From an optimization exercise on the open Yosys and OpenROAD flow, aimed at a short achievable clock period and few clock cycles; shortcuts taken in it are not production practice.
In this exercise RTL edits were held to simulation tests only and were not proved equivalent to the original.
Power is estimated from default activity; no workload was simulated.

==> inputs of 03-16 <==
## cpuTop
module cpuTop #(
	parameter isaPkg::word_t resetPc = '0
) (
	input wire clk,
	input wire rst,
	input wire isaPkg::word_t instr,
	output isaPkg::word_t instrAddr,
	output isaPkg::word_t dataAddr,
	output isaPkg::word_t dataWrData,
	output logic dataWrite,
	output logic dataRead,
	input wire isaPkg::word_t dataRdData
);
==> flow/config.mk <==
export PLATFORM = sky130hd
export DESIGN_NAME = cpuTop
export DESIGN_NICKNAME = cpuTop
export VERILOG_FILES = /design/flow/design.v
export SDC_FILE = /design/flow/constraint.sdc
export NUM_CORES = 4
export LEC_CHECK = 0
export ABC_CLOCK_PERIOD_IN_PS = 2500
export CAP_MARGIN = 20
export CORE_MARGIN = 2
export CORE_UTILIZATION = 40
export SETUP_SLACK_MARGIN = 5
export SLEW_MARGIN = 20
export TNS_END_PERCENT = 100
==> flow/constraint.sdc <==
create_clock -name core_clock -period 10.0 [get_ports {clk}]
set_input_delay 2.0000 -clock core_clock [delete_from_list [all_inputs] [get_ports {clk}]]
set_output_delay 2.0000 -clock core_clock [all_outputs]
set_load 0.01 [all_outputs]
standard.sh (not shown) runs the stock make flow with config.mk's settings and CLKGATE_MAP_FILE= SYNTH_SCRIPT=/design/flow/synth_recipe.tcl, a recipe that flattens the netlist after the stock synthesis.
==> flow/flow/run.sh <==
#!/bin/bash
# The standard ORFS layout, with these changes to how it is made:
# - adders are left to ABC (no full/half adder cell extraction, which builds
#   ripple chains); registers are mapped exactly as in the standard synthesis;
# - ports are still each given a buffer, but a plain buf_4 rather than the
#   delay-cell buffer buffer_ports picks by default.
set -euo pipefail
export BUFFER_PORTS_ARGS="-buffer_cell sky130_fd_sc_hd__buf_4"
bash standard.sh SETUP_SLACK_MARGIN=7 ADDER_MAP_FILE= finish > standard_flow.log 2>&1
==> inputs of 11-17, as changes to 03-16 <==
--- a/flow/design.v
+++ b/flow/design.v
@@ -169,11 +169,14 @@
 	logic [1:0] aluOpE;
 	logic cinE;
 	logic [15:0] opAE;
 	logic [15:0] opBE;
 	logic brE;
+	logic beqE;
 	logic tkE;
+	logic [15:0] opCE;
+	logic [15:0] keyE;
 	logic pE;
 	logic [15:0] tgtE;
 	logic [15:0] pc1E;
 	logic [15:0] addrE;
 	logic [15:0] wdataE;
@@ -201,10 +204,11 @@
 			2'd3: alu = opAE | opBE;
 			default: alu = sum;
 		endcase
 	end
 	assign resE = lwE ? dataRdData : alu;
+	assign tkE = (opCE == opBE) == beqE;
 	assign redirE = brE && (tkE ? (!pE || (opAE != tgtE)) : pE);
 	logic [3:0] idxF;
 	logic lkHit;
 	logic [15:0] lkTgt;
 	logic prV;
@@ -225,13 +229,11 @@
 	logic [15:0] jmpTgt;
 	logic [15:0] valA;
 	logic [15:0] valB;
 	logic [15:0] memData;
 	logic fwdA, fwdB, fwdM;
-	logic eq;
 	logic stall;
-	logic brTaken;
 	logic go;
 	logic redirD;
 	logic [15:0] seqF;
 	logic [15:0] pcNext;
 	always_comb begin
@@ -285,16 +287,16 @@
 	assign fwdB = weE && (wE == irD[3:0]);
 	assign fwdM = weE && (wE == {2'b11, irD[11:10]});
 	assign valA = fwdA ? resE : vA;
 	assign valB = isAddiD ? simm8 : (fwdB ? resE : vR2);
 	assign memData = fwdM ? resE : vMem;
-	assign eq = (vR1 == vR2);
-	assign stall = vD && weE && (
-		((isLwD || isSwD) && (wE == {2'b10, irD[9:8]})) ||
-		(isBrD && ((wE == irD[7:4]) || (wE == irD[3:0]))));
+	logic [15:0] valC;
+	logic fwdC;
+	assign fwdC = weE && (wE == irD[7:4]);
+	assign valC = fwdC ? resE : vR1;
+	assign stall = vD && weE && (isLwD || isSwD) && (wE == {2'b10, irD[9:8]});
 	assign go = vD && !stall && !redirE;
-	assign brTaken = isBrD && (eq == isBeqD);
 	assign redirD = isJmpD || (pD && !isBrD);
 	logic [15:0] pcInc;
 	logic [15:0] pcDec;
 	incDec #(.W(16)) pcInc_i (
 		.x(pcI),
@@ -375,11 +377,13 @@
 		aluOpE <= aluOpD;
 		cinE <= subD;
 		opAE <= valA;
 		opBE <= subD ? ~valB : valB;
 		tgtE <= pcI;
-		tkE <= brTaken;
+		beqE <= isBeqD;
+		opCE <= valC;
+		keyE <= keyD;
 		pE <= pD;
 		pc1E <= pcD1;
 		if (redirE || !stall) begin
 			prT <= lkTgt;
 		end
@@ -393,25 +397,25 @@
 	logic [15:0] bwTgt;
 	always_ff @(posedge clk or posedge rst) begin
 		if (rst) begin
 			bwEn <= 1'b0;
 		end else begin
-			bwEn <= vD && !stall && (isBrD || pD);
+			bwEn <= brE || (go && pD && !isBrD);
 		end
 	end
 	logic [15:0] keyD;
 	logic [15:0] pcDInc;
 	incDec #(.W(16)) keyD_i (
 		.x(pcD),
 		.inc(pcDInc),
 		.dec(keyD)
 	);
 	always_ff @(posedge clk) begin
-		bwValid <= brTaken;
-		bwIdx <= keyD[3:0];
-		bwTag <= keyD[15:4];
-		bwTgt <= valA;
+		bwValid <= brE && tkE;
+		bwIdx <= brE ? keyE[3:0] : keyD[3:0];
+		bwTag <= brE ? keyE[15:4] : keyD[15:4];
+		bwTgt <= opAE;
 	end
 	always_ff @(posedge clk or posedge rst) begin
 		if (rst) begin
 			for (int i = 0; i < 16; i++) begin
 				btbV[i] <= 1'b0;
CORE_UTILIZATION = 60   (was 40)
==> inputs of 08-28, as changes to 03-16 <==
CORE_UTILIZATION = 55   (was 40)
==> results.txt <==
Synth Net Count: 03-16 3404; 08-28 3404; 11-17 3498
Result of the run: 03-16 complete, no violations; 08-28 complete, no violations; 11-17 complete, but fails checks
Reasons for failing layout checks: 03-16 -; 08-28 -; 11-17 capacitance limit, slew limit
DIE AREA: 03-16 112000 um^2; 08-28 81600 um^2; 11-17 77400 um^2
Worst supply voltage drop on vdd: 03-16 0.148 mV; 08-28 0.237 mV; 11-17 0.178 mV
Number of vias in the routed layout: 03-16 32300; 08-28 33300; 11-17 33500
Fraction of synthesis flops using an asynchronous set or reset pin: 03-16 29.7%; 08-28 29.7%; 11-17 28.3%
Worst R2R End: 03-16 addrE[13]; 08-28 bwValid; 11-17 opBE[14]
Simple-gate share of the synthesized area: 03-16 8.43%; 08-28 8.43%; 11-17 8.47%
Clock group: 03-16 3840 uW; 08-28 3950 uW; 11-17 4000 uW
Final clock-cell share: 03-16 6.52%; 08-28 6.78%; 11-17 6.74%
Min Clock Period, post-route: 03-16 3.30 ns; 08-28 3.25 ns; 11-17 3.30 ns
Inverters, non-clock: 03-16 45; 08-28 47; 11-17 39
Max Fclk: 03-16 0.303 GHz; 08-28 0.307 GHz; 11-17 0.303 GHz
Placed insts: 03-16 4724; 08-28 4352; 11-17 4342
Total count of max-transition violations in the final report: 03-16 0; 08-28 0; 11-17 17
Layout cell share with drive strength beyond 1: 03-16 25.1%; 08-28 25.6%; 11-17 23.9%
Die W: 03-16 334 um; 08-28 286 um; 11-17 278 um
Endpoint with the worst hold slack: 03-16 aluOpE[0]; 08-28 aluOpE[1]; 11-17 beqE
Multi-input gate share of total cell area: 03-16 31.4%; 08-28 32.0%; 11-17 31.8%
Cell-internal power: 03-16 10200 uW; 08-28 10500 uW; 11-17 10400 uW
Combined area of the multi-input logic cells: 03-16 16300 um^2; 08-28 16600 um^2; 11-17 16700 um^2
Fin worst setup slack: 03-16 6.70 ns; 08-28 6.75 ns; 11-17 6.70 ns
Wire length reported by the detailed router: 03-16 159 mm; 08-28 166 mm; 11-17 161 mm
Overall Global Routing Usage: 03-16 27.9%; 08-28 40.1%; 11-17 41.9%
Testbench counts of 03-16, summed over its fixed seeds: cycles 107,722.
Testbench counts of 11-17, summed over its fixed seeds: cycles 107,086.
Testbench counts of 08-28, summed over its fixed seeds: cycles 107,722.

========
==> inputs of job 4712 <==
==> flow/design.v <==
`default_nettype none
package isaPkg;
	typedef logic [15:0] word_t;
	typedef logic [3:0] regAddr_t;
	typedef logic [1:0] regPrefix_t;
	typedef enum logic [3:0] {
		opLw   = 4'b0001,
		opSw   = 4'b0010,
		opJmp  = 4'b0011,
		opBeq  = 4'b0100,
		opBnq  = 4'b0101,
		opAdd  = 4'b1000,
		opAddi = 4'b1001,
		opNand = 4'b1011,
		opSub  = 4'b1100,
		opOr   = 4'b1111
	} opcode_t;
	localparam regPrefix_t baseRegPrefix = 2'b10;
	localparam regPrefix_t dataRegPrefix = 2'b11;
	typedef struct packed {
		opcode_t opcode;
		regAddr_t rs1;
		regAddr_t rs2;
		regAddr_t rd;
		regAddr_t baseReg;
		regAddr_t memReg;
		word_t simm8;
		word_t memOffset;
		word_t jumpOffset;
	} instrFields_t;
endpackage
`default_nettype wire
`default_nettype none
package ctrlPkg;
	typedef enum logic [1:0] {
		aluAdd,
		aluSub,
		aluNand,
		aluOr
	} aluOp_t;
	typedef enum logic [1:0] {
		srcPc,
		srcRs1,
		srcRd,
		srcBase
	} srcA_t;
	typedef enum logic [2:0] {
		srcRs2,
		srcOne,
		srcSimm8,
		srcMemOffset,
		srcJumpOffset
	} srcB_t;
	typedef struct packed {
		aluOp_t aluOp;
		srcA_t srcA;
		srcB_t srcB;
		logic pcWrite;
		logic pcFromReg;
		logic branchEq;
		logic branchNe;
		logic irWrite;
		logic regWrite;
		logic regDstRd;
		logic memToReg;
		logic memRead;
		logic memWrite;
	} ctrlSig_t;
	localparam ctrlSig_t ctrlIdle = '0;
endpackage
`default_nettype wire
`timescale 1ns/100ps
`default_nettype none
module cpuTop #(
	parameter isaPkg::word_t resetPc = '0
) (
	input wire clk,
	input wire rst,
	input wire isaPkg::word_t instr,
	output isaPkg::word_t instrAddr,
	output isaPkg::word_t dataAddr,
	output isaPkg::word_t dataWrData,
	output logic dataWrite,
	output logic dataRead,
	input wire isaPkg::word_t dataRdData
);
	logic [15:0] pcF;
	logic [15:0] irD;
	logic [15:0] pcD1;
	logic vD;
	logic [15:0] regs [1:15];
	logic [15:0] rv [16];
	logic weE;
	logic [3:0] wE;
	logic lwE;
	logic [1:0] aluOpE;
	logic [15:0] opAE;
	logic [15:0] opBE;
	logic fAE;
	logic fBE;
	logic [15:0] resR;
	logic [15:0] addrE;
	logic [15:0] wdataE;
	logic rdE;
	logic wrE;
	assign instrAddr = pcF;
	assign dataAddr = addrE;
	assign dataWrData = wdataE;
	assign dataRead = rdE;
	assign dataWrite = wrE;
	logic [15:0] opA;
	logic [15:0] opB;
	logic [15:0] alu;
	logic [15:0] resE;
	assign opA = fAE ? resR : opAE;
	assign opB = fBE ? resR : opBE;
	always_comb begin
		case (aluOpE)
			2'd1: alu = opA - opB;
			2'd2: alu = ~(opA & opB);
			2'd3: alu = opA | opB;
			default: alu = opA + opB;
		endcase
	end
	assign resE = lwE ? dataRdData : alu;
	logic [3:0] opD;
	logic [3:0] rdD;
	logic [3:0] rs1D;
	logic [3:0] rs2D;
	logic [3:0] baseD;
	logic [3:0] memD;
	logic isLw, isSw, isJmp, isBeq, isBnq, isAddi, isAluR;
	logic [15:0] vRs1, vRs2, vRd, vBase, vMem;
	logic [15:0] simm8;
	logic [15:0] memOff;
	logic [15:0] jmpTgt;
	logic [15:0] brTgt;
	logic [15:0] memAddr;
	logic [15:0] memData;
	logic fwdRd;
	logic eq;
	logic stall;
	logic taken;
	logic redirect;
	logic [15:0] target;
	logic wrD;
	logic [3:0] wD;
	logic [1:0] aluOpD;
	assign opD = irD[15:12];
	assign rdD = irD[11:8];
	assign rs1D = irD[7:4];
	assign rs2D = irD[3:0];
	assign baseD = {2'b10, irD[9:8]};
	assign memD = {2'b11, irD[11:10]};
	assign isLw = (opD == 4'b0001);
	assign isSw = (opD == 4'b0010);
	assign isJmp = (opD == 4'b0011);
	assign isBeq = (opD == 4'b0100);
	assign isBnq = (opD == 4'b0101);
	assign isAddi = (opD == 4'b1001);
	assign isAluR = (opD == 4'b1000) || (opD == 4'b1011) || (opD == 4'b1100) || (opD == 4'b1111);
	always_comb begin
		rv[0] = '0;
		for (int i = 1; i < 16; i++) begin
			rv[i] = regs[i];
		end
	end
	assign vRs1 = rv[rs1D];
	assign vRs2 = rv[rs2D];
	assign vRd = rv[rdD];
	assign vBase = rv[baseD];
	assign vMem = rv[memD];
	assign simm8 = {{8{irD[7]}}, irD[7:0]};
	assign memOff = {{7{irD[7]}}, irD[7:0], 1'b0};
	assign jmpTgt = pcD1 + {{4{irD[11]}}, irD[11:0]};
	assign memAddr = vBase + memOff;
	assign fwdRd = weE && (wE == rdD);
	assign brTgt = fwdRd ? resE : vRd;
	assign memData = (weE && (wE == memD)) ? resE : vMem;
	assign eq = (vRs1 == vRs2);
	assign stall = vD && weE && (
		((isLw || isSw) && (wE == baseD)) ||
		((isBeq || isBnq) && ((wE == rs1D) || (wE == rs2D))));
	assign taken = vD && !stall && ((isBeq && eq) || (isBnq && !eq));
	assign redirect = taken || (vD && isJmp);
	assign target = taken ? brTgt : jmpTgt;
	always_comb begin
		wrD = 1'b0;
		wD = rdD;
		if (isLw) begin
			wrD = 1'b1;
			wD = memD;
		end else if ((isAluR || isAddi) && (rdD != 4'd0)) begin
			wrD = 1'b1;
		end
		case (opD)
			4'b1011: aluOpD = 2'd2;
			4'b1100: aluOpD = 2'd1;
			4'b1111: aluOpD = 2'd3;
			default: aluOpD = 2'd0;
		endcase
	end
	always_ff @(posedge clk or posedge rst) begin
		if (rst) begin
			pcF <= resetPc;
			vD <= 1'b0;
			weE <= 1'b0;
			rdE <= 1'b0;
			wrE <= 1'b0;
		end else begin
			if (!stall) begin
				if (redirect) begin
					pcF <= target;
					vD <= 1'b0;
				end else begin
					pcF <= pcF + 16'd1;
					vD <= 1'b1;
				end
			end
			weE <= vD && !stall && wrD;
			rdE <= vD && !stall && isLw;
			wrE <= vD && !stall && isSw;
		end
	end
	always_ff @(posedge clk) begin
		if (!stall) begin
			irD <= instr;
			pcD1 <= pcF + 16'd1;
		end
		wE <= wD;
		lwE <= isLw;
		aluOpE <= aluOpD;
		opAE <= isAddi ? vRd : vRs1;
		opBE <= isAddi ? simm8 : vRs2;
		fAE <= weE && (wE == (isAddi ? rdD : rs1D));
		fBE <= weE && !isAddi && (wE == rs2D);
		resR <= resE;
		addrE <= memAddr;
		wdataE <= memData;
	end
	always_ff @(posedge clk or posedge rst) begin
		if (rst) begin
			for (int i = 1; i < 16; i++) begin
				regs[i] <= '0;
			end
		end else if (weE) begin
			regs[wE] <= resE;
		end
	end
endmodule
`default_nettype wire
==> flow/run.sh <==
#!/bin/bash
# synth_recipe.tcl (not shown) runs the flow's synth.tcl, then flattens the netlist and writes it again
# the make line also repeats each setting of config.mk as NAME=value (left out here)
make -C /OpenROAD-flow-scripts/flow DESIGN_CONFIG=/design/flow/config.mk WORK_HOME=/design/flow/orfs CLKGATE_MAP_FILE= SYNTH_SCRIPT=/design/flow/synth_recipe.tcl finish
==> flow/config.mk <==
export PLATFORM = sky130hd
export DESIGN_NAME = cpuTop
export DESIGN_NICKNAME = cpuTop
export VERILOG_FILES = /design/flow/design.v
export SDC_FILE = /design/flow/constraint.sdc
export NUM_CORES = 4
export LEC_CHECK = 0
export CAP_MARGIN = 20
export CORE_MARGIN = 2
export CORE_UTILIZATION = 40
export SLEW_MARGIN = 20
==> flow/constraint.sdc <==
create_clock -name core_clock -period 10.0 [get_ports {clk}]
set_input_delay 2.0000 -clock core_clock [delete_from_list [all_inputs] [get_ports {clk}]]
set_output_delay 2.0000 -clock core_clock [all_outputs]
set_load 0.01 [all_outputs]
==> job 3045 (differences from job 4712) <==
==> flow/flow/run.sh (new file) <==
#!/bin/bash
set -euo pipefail
bash standard.sh SETUP_SLACK_MARGIN=7 finish > standard_flow.log 2>&1
==> flow/standard.sh (new file) <==
#!/bin/bash
# synth_recipe.tcl (not shown) runs the flow's synth.tcl, then flattens the netlist and writes it again
# the make line also repeats each setting of config.mk as NAME=value (left out here)
make -C /OpenROAD-flow-scripts/flow DESIGN_CONFIG=/design/flow/config.mk WORK_HOME=/design/flow/orfs CLKGATE_MAP_FILE= SYNTH_SCRIPT=/design/flow/synth_recipe.tcl "${@:-finish}"
Settings changed: ABC_CLOCK_PERIOD_IN_PS from default to 2500, SETUP_SLACK_MARGIN from default to 5, TNS_END_PERCENT from default to 100.
removed: flow/run.sh
==> job 1881 (differences from job 4712) <==
Settings changed: ABC_CLOCK_PERIOD_IN_PS from default to 2500, SETUP_SLACK_MARGIN from default to 5, TNS_END_PERCENT from default to 100.
==> summary of the runs <==
- Utilization, highest first: job 3045, job 4712, job 1881.
- The lowest non-clock buffer count belongs to job 1881, the highest to job 3045.
- Of job 4712 and job 3045, job 3045 has the higher setup slack (gap 1300 ps).
- Critical path depth, highest first: job 4712, job 3045, job 1881.
- Against job 1881, the clock power of job 3045 is higher by about 10%.
- Of job 1881 and job 4712, job 4712 has the higher power (gap 0.27%, measured against job 4712).
- Of job 1881 and job 3045, job 3045 has the higher wire length (gap about 11%, measured against job 3045).
- In die area, job 3045 and job 1881 do not differ.
- Register-to-register slack: job 1881 is higher than job 4712 (50 ps).
- In sequential cell count, job 3045 and job 1881 do not differ.
- The highest global-route usage belongs to job 3045, the lowest to job 1881.
Testbench counts of job 4712, summed over its fixed seeds: cycles 108,629.
Testbench counts of job 3045, summed over its fixed seeds: cycles 108,629.
Testbench counts of job 1881, summed over its fixed seeds: cycles 108,629.

-- port drivers added, routing unchanged --
Ports are ideal in the flow. The routed layouts listed here were re-timed in OpenROAD.
Step 1 assumes that a clkbuf_16 drives the clock port and a buf_2 every other input.
Step 2, shift: input delay + t, output delay - t, t = (earliest + latest rising clock arrival at the registers) / 2. This alone moves slack from input paths to output paths.
Three values: no drivers, after step 1, after step 2; two values: the first two.
run	t, ns	setup WS [ns]	clock arrival spread, ns
03-16	0.768	6.701 / 6.622 / 6.408	0.060 / 0.061
11-17	0.761	6.702 / 6.630 / 6.385	0.046 / 0.046
08-28	0.758	6.747 / 6.672 / 6.162	0.061 / 0.061
job 4712	0.654	4.891 / 4.891 / 4.891	0.048 / 0.048
job 3045	0.679	6.215 / 6.215 / 6.080	0.039 / 0.039
job 1881	0.665	4.945 / 4.945 / 4.945	0.036 / 0.036
For 08-28, which loses most, drivers alone change the setup slack by -0.075 ns; drivers and shift together by -0.585 ns.
